This design comes from an exercise in tuning for small area on the open sky130 flow, not from production work.
Function was checked by simulation only, so behaviour that the tests miss may differ from the original.
Power figures rest on the tool's default switching activity, not on a simulated workload.

Setup of build 78:
==> flow/design.v <==
package stat_counter_types;
  localparam int STAT_COUNTER_DEFAULT_W = 16;
  localparam int STAT_INC_DEFAULT_W     = 2;
endpackage
module stat_counter
#(
  parameter int COUNTER_W = stat_counter_types::STAT_COUNTER_DEFAULT_W,
  parameter int INC_W     = stat_counter_types::STAT_INC_DEFAULT_W
) (
  input  logic                 clk,
  input  logic [INC_W-1:0]     inc,
  input  logic                 en,
  input  logic                 clear,
  input  logic                 live_ok,
  output logic [COUNTER_W-1:0] count,
  output logic                 overflow
);
  logic [INC_W-1:0]       inc_e;
  logic [INC_W:0]         lo_sum;
  logic [COUNTER_W:INC_W] ones;    
  logic                   kill;
  always_comb begin
    kill   = clear || !live_ok;
    inc_e  = en ? inc : '0;
    lo_sum = (INC_W+1)'(count[INC_W-1:0]) + (INC_W+1)'(inc_e);
    ones[INC_W] = 1'b1;
    for (int j = INC_W; j < COUNTER_W; j++) ones[j+1] = ones[j] & count[j];
  end
  always_ff @(posedge clk) begin
    for (int j = INC_W; j < COUNTER_W; j++)
      count[j] <= !kill && (count[j] ^ (lo_sum[INC_W] && ones[j]));
    count[INC_W-1:0] <= clear ? '0 : (live_ok ? lo_sum[INC_W-1:0] : inc_e);
    overflow         <= !kill && (overflow || (lo_sum[INC_W] && ones[COUNTER_W]));
  end
endmodule
module stat_counter_bank
#(
  parameter int NUM_STATS = 28,
  parameter int COUNTER_W = stat_counter_types::STAT_COUNTER_DEFAULT_W,
  parameter int INC_W     = stat_counter_types::STAT_INC_DEFAULT_W,
  parameter bit SATURATE  = 1'b0
) (
  input  logic                         clk,
  input  logic                         rst,
  input  logic [NUM_STATS*INC_W-1:0]   inc_amount,
  input  logic [NUM_STATS-1:0]         enable_mask,
  input  logic                         freeze,
  input  logic                         clear,
  input  logic                         snapshot_req,
  output logic                         snapshot_valid,
  input  logic                         rd_req,
  input  logic [$clog2(NUM_STATS)-1:0] rd_idx,
  output logic                         rd_valid,
  output logic [COUNTER_W-1:0]         rd_data,
  output logic                         rd_overflow,
  output logic                         rd_err
);
  localparam int IDX_W = $clog2(NUM_STATS);
  logic [NUM_STATS-1:0][COUNTER_W-1:0] live_count;
  logic [NUM_STATS-1:0]                live_overflow;
  logic [NUM_STATS-1:0][COUNTER_W:0]   snap_q;
  logic live_ok;
  logic snap_ok;
  logic             rd_bad_idx;
  logic [COUNTER_W:0] rd_entry;
  always_ff @(posedge clk or posedge rst) begin
    if (rst) live_ok <= 1'b0;
    else     live_ok <= 1'b1;
  end
  for (genvar i = 0; i < NUM_STATS; i++) begin : g_counter
    stat_counter #(
      .COUNTER_W (COUNTER_W),
      .INC_W     (INC_W)
    ) u_counter (
      .clk      (clk),
      .inc      (inc_amount[i*INC_W +: INC_W]),
      .en       (!freeze && enable_mask[i]),
      .clear    (clear),
      .live_ok  (live_ok),
      .count    (live_count[i]),
      .overflow (live_overflow[i])
    );
  end
  always_ff @(posedge clk) begin
    if (snapshot_req) begin
      for (int i = 0; i < NUM_STATS; i++) begin
        snap_q[i] <= {live_overflow[i], live_count[i]};
      end
    end
  end
  always_ff @(posedge clk or posedge rst) begin
    if (rst) begin
      snapshot_valid <= 1'b0;
      snap_ok        <= 1'b0;
    end else if (snapshot_req) begin
      snapshot_valid <= 1'b1;
      snap_ok        <= live_ok;
    end
  end
  always_comb begin
    rd_bad_idx = (32'(rd_idx) >= 32'(NUM_STATS));
    rd_entry = '0;
    for (int i = 0; i < NUM_STATS; i++)
      rd_entry = rd_entry | (snap_q[i] & {(COUNTER_W+1){snap_ok && 32'(rd_idx) == i}});
  end
  always_ff @(posedge clk or posedge rst) begin
    if (rst) rd_valid <= 1'b0;
    else     rd_valid <= rd_req;
  end
  always_ff @(posedge clk) begin
    rd_err      <= rd_bad_idx;
    rd_data     <= rd_entry[COUNTER_W-1:0];
    rd_overflow <= rd_entry[COUNTER_W];
  end
endmodule
==> flow/config.mk <==
export PLATFORM = sky130hd
export DESIGN_NAME = stat_counter_bank
export DESIGN_NICKNAME = stat_counter_bank
export VERILOG_FILES = /design/flow/design.v
export SDC_FILE = /design/flow/constraint.sdc
export NUM_CORES = 4
export LEC_CHECK = 0
export ABC_AREA = 1
export CAP_MARGIN = 20
export CORE_MARGIN = 2
export CORE_UTILIZATION = 60
export GPL_TIMING_DRIVEN = 0
export PLACE_DENSITY = 0.7
export SETUP_SLACK_MARGIN = 0.08
export SLEW_MARGIN = 20
==> flow/constraint.sdc <==
create_clock -name core_clock -period 3.0 [get_ports {clk}]
set_input_delay 0.6000 -clock core_clock [delete_from_list [all_inputs] [get_ports {clk}]]
set_output_delay 0.6000 -clock core_clock [all_outputs]
set_load 0.01 [all_outputs]
standard.sh (not shown) runs the stock make flow with config.mk's settings and CLKGATE_MAP_FILE= SYNTH_SCRIPT=/design/flow/synth_recipe.tcl, a recipe that flattens the netlist after the stock synthesis.
==> flow/flow/run.sh <==
#!/bin/bash
# Own layout flow: the standard synthesis, then the combinational logic is
# mapped again with a stronger area-oriented ABC script (registers, their names
# and cell types stay as the standard synthesis made them), then the standard flow's
# standard layout from that netlist.
set -euo pipefail
WORK=$(pwd)
FLOWDIR=$WORK/flow
R=$WORK/orfs/results/${FLOW_PLATFORM:-sky130hd}/stat_counter_bank/base
LIB=$FLOW_HOME/platforms/sky130hd/lib/sky130_fd_sc_hd__tt_025C_1v80.lib
YOSYS=yosys
if [[ -x $FLOW_HOME/../tools/install/yosys/bin/yosys ]]; then
  YOSYS=$FLOW_HOME/../tools/install/yosys/bin/yosys
fi

bash standard.sh synth > $WORK/log_1_standard_synth.log 2>&1

cp $R/1_2_yosys.v $WORK/standard_synth.v
DONT_USE=""
for c in $(grep -o 'cell *( *"\?sky130_fd_sc_hd__\(lpflow\|probe\)[a-z_0-9]*' $LIB | sed 's/.*(\s*"\?//'); do
  DONT_USE="$DONT_USE -dont_use $c"
done
cat > $WORK/remap.ys <<EOY
read_liberty -ignore_miss_func $LIB
read_verilog $WORK/standard_synth.v
hierarchy -top $FLOW_TOP
setattr -mod -set keep_hierarchy 1 sky130_fd_sc_hd__*df* sky130_fd_sc_hd__conb_1
flatten
opt_clean -purge
abc -script $FLOWDIR/abc_area.script -liberty $LIB $DONT_USE -D 3000
opt_clean -purge
setattr -mod -set blackbox 1 sky130_fd_sc_hd__*
splitnets
opt_clean -purge
hilomap -singleton -hicell sky130_fd_sc_hd__conb_1 HI -locell sky130_fd_sc_hd__conb_1 LO
insbuf -buf sky130_fd_sc_hd__buf_4 A X
stat -liberty $LIB
write_verilog -noexpr -noattr -nohex -nodec $WORK/remapped.v
EOY
cat > $WORK/remap_check.ys <<EOY
read_liberty -lib $LIB
read_verilog $WORK/remapped.v
hierarchy -top $FLOW_TOP
check -assert
design -reset
read_liberty -ignore_miss_func $LIB
read_verilog $WORK/standard_synth.v
rename $FLOW_TOP gold
read_verilog $WORK/remapped.v
rename $FLOW_TOP gate
flatten gold gate
opt_clean
async2sync
equiv_make gold gate eq
hierarchy -top eq
equiv_simple
equiv_induct
equiv_status -assert
EOY
# The remapped netlist is used only if it is clean and proven equivalent to
# the standard synthesis; otherwise the standard netlist is laid out.
if $YOSYS -s $WORK/remap.ys > $WORK/log_2_remap.log 2>&1 &&
   $YOSYS -s $WORK/remap_check.ys > $WORK/log_2_remap_check.log 2>&1; then
  echo "remap: using the remapped netlist"
  cp $WORK/remapped.v $R/1_2_yosys.v
else
  echo "remap: failed, using the standard netlist"
fi
rm -f $R/1_synth.odb $R/1_synth.sdc

# Layout knobs for the steps after synthesis (see flow/knobs.sh).
source $FLOWDIR/knobs.sh
bash standard.sh finish > $WORK/log_3_layout.log 2>&1
==> flow/flow/knobs.sh <==
# Port buffers: a small buffer (every port still gets one).
export BUFFER_PORTS_ARGS="-buffer_cell sky130_fd_sc_hd__buf_2"
# Clock tree: strong buffers in clusters of up to 24 sinks, no dummy loads.
export CTS_ARGS="-sink_clustering_enable -repair_clock_nets -dont_use_dummy_load -root_buf sky130_fd_sc_hd__clkbuf_16 -buf_list sky130_fd_sc_hd__clkbuf_16 -sink_clustering_buffer sky130_fd_sc_hd__clkbuf_16 -sink_clustering_size 24 -sink_clustering_max_diameter 50"
Other scripts of this flow, unchanged in this note and not shown: flow/flow/abc_area.script
Build 78 reached the end of the flow, and the finished layout is clean on the timing, DRC and antenna checks.
The following lists how build 20 was set up differently from build 78:
# build 78
export LEC_CHECK = 0
export ABC_AREA = 1
export CAP_MARGIN = 20
export CORE_MARGIN = 2
export CORE_UTILIZATION = 60
export GPL_TIMING_DRIVEN = 0
export PLACE_DENSITY = 0.7
export SETUP_SLACK_MARGIN = 0.08
export SLEW_MARGIN = 20
create_clock -name core_clock -period 3.0 [get_ports {clk}]
# build 20
export LEC_CHECK = 0
export ABC_AREA = 1
export CAP_MARGIN = 5
export CORE_MARGIN = 2
export CORE_UTILIZATION = 75
export GPL_TIMING_DRIVEN = 0
export PLACE_DENSITY = 0.85
export SETUP_SLACK_MARGIN = 0.05
export SLEW_MARGIN = 5
create_clock -name core_clock -period 3.0 [get_ports {clk}]
==> flow/flow/knobs.sh <==
# Port buffers: a small buffer (every port still gets one).
export BUFFER_PORTS_ARGS="-buffer_cell sky130_fd_sc_hd__buf_1"
# Clock tree: strong root, medium trunk and leaf buffers in clusters of up to
# 16 sinks, no dummy loads.
export CTS_ARGS="-sink_clustering_enable -repair_clock_nets -dont_use_dummy_load -root_buf sky130_fd_sc_hd__clkbuf_16 -buf_list sky130_fd_sc_hd__clkbuf_8 -sink_clustering_buffer sky130_fd_sc_hd__clkbuf_4 -sink_clustering_size 10 -sink_clustering_max_diameter 40"
# Downsize gates off the critical paths after global routing.
export RECOVER_POWER=100
==> run notes <==
Build 20: all stages done; final checks FAILED (capacitance limit, slew limit). Build 78 → build 20: power in combinational cells fell 5.6%, proportion of layout cells with a drive suffix above 1 went down by 3.2 points, area growth from synthesis to final layout saw a decrease, number of optimization iterations in the first detailed-route pass went down 1, number of buffers created by CTS now larger. Summary of build 20 over build 78: worst-case hold slack higher; post-layout instance area down 1400 sq um.
[inputs] build 54 vs build 20
# build 20
export LEC_CHECK = 0
export ABC_AREA = 1
export CAP_MARGIN = 5
export CORE_MARGIN = 2
export CORE_UTILIZATION = 75
export GPL_TIMING_DRIVEN = 0
export PLACE_DENSITY = 0.85
export SETUP_SLACK_MARGIN = 0.05
export SLEW_MARGIN = 5
create_clock -name core_clock -period 3.0 [get_ports {clk}]
# build 54
export LEC_CHECK = 0
export ABC_AREA = 1
export CAP_MARGIN = 5
export CORE_MARGIN = 2
export CORE_UTILIZATION = 70
export GPL_TIMING_DRIVEN = 0
export PLACE_DENSITY = 0.8
export SETUP_SLACK_MARGIN = 0.05
export SLEW_MARGIN = 5
create_clock -name core_clock -period 3.0 [get_ports {clk}]
--- a/flow/flow/knobs.sh
+++ b/flow/flow/knobs.sh
@@ -6,2 +5,0 @@
-# Downsize gates off the critical paths after global routing.
-export RECOVER_POWER=100
==> comparison <==
Looking at the reports, build 54 completed the entire flow and the layout it produced met the timing, DRC and antenna checks. Final worst setup slack deteriorates in build 54 relative to build 20. Area added between synthesis and finish up 0.85 points in build 54 wrt build 20. Between build 20 and build 54, the latest clock arrival within the worst-skew pair does not differ in any meaningful way. As far as synthesized cell count goes, build 54 and build 20 are indistinguishable; the numbers are identical.
Inputs modified between build 54 and build 29:
# build 54
export LEC_CHECK = 0
export ABC_AREA = 1
export CAP_MARGIN = 5
export CORE_MARGIN = 2
export CORE_UTILIZATION = 70
export GPL_TIMING_DRIVEN = 0
export PLACE_DENSITY = 0.8
export SETUP_SLACK_MARGIN = 0.05
export SLEW_MARGIN = 5
create_clock -name core_clock -period 3.0 [get_ports {clk}]
# build 29
export LEC_CHECK = 0
export ABC_AREA = 1
export CAP_MARGIN = 5
export CORE_MARGIN = 2
export CORE_UTILIZATION = 60
export GPL_TIMING_DRIVEN = 0
export PLACE_DENSITY = 0.7
export SETUP_SLACK_MARGIN = 0.05
export SLEW_MARGIN = 5
create_clock -name core_clock -period 3.0 [get_ports {clk}]
Findings:
Re net count after synthesis: no difference whatsoever between build 29 and build 54. Number of antenna violations at the first check in global routing in build 29 is 1 below build 54. Compare build 54 and build 29 | fmax lower: build 54. Build 29 vs build 54: largest net degree at the start of global routing down. Clock power share (lower): build 54. Total power draw delta (build 29 − build 54): unfavourable. Build 29 vs build 54 — routed via count dropped about 1%. Endpoint of the most critical setup path: rd_data[2] -> build 54, rd_data[9] -> build 29. Among build 54 and build 29, a clean, completed layout was produced by build 54 alone.

-- what the ideal ports hide --
In the flow no input, the clock included, has a driving cell. The finished layouts below were timed again as built, in two steps.
Step 1 assumes that a clkbuf_16 drives the clock port and a buf_2 every other input.
Step 2 adds t to the input delays and takes it off the output delays; t is the mean of the earliest and latest rising clock arrival at the registers after step 1. Input paths then give back, and output paths get back, about the clock's delay inside the block.
Three values: ideal, step 1, step 2; two values: the first two.
| run | shift t [ns] | setup slack, ns | hold slack, ns | clock arrival spread, ns | worst register clock-pin slew, ns |
|---|---|---|---|---|---|
| build 78 | 0.664 | 0.131 / 0.058 / -0.606 | 0.097 / 0.059 / 0.409 | 0.070 / 0.070 | 0.09 / 0.09 |
| build 20 | 0.664 | 0.115 / 0.032 / -0.633 | 0.100 / 0.060 / 0.423 | 0.047 / 0.047 | 0.11 / 0.11 |
| build 54 | 0.655 | 0.102 / 0.044 / -0.611 | 0.087 / 0.047 / 0.425 | 0.066 / 0.066 | 0.11 / 0.11 |
| build 29 | 0.711 | 0.138 / 0.067 / -0.644 | 0.071 / 0.029 / 0.420 | 0.054 / 0.054 | 0.11 / 0.11 |
The setup slack of build 29, which loses most, moves by -0.071 ns with the drivers and by -0.782 ns with both steps.
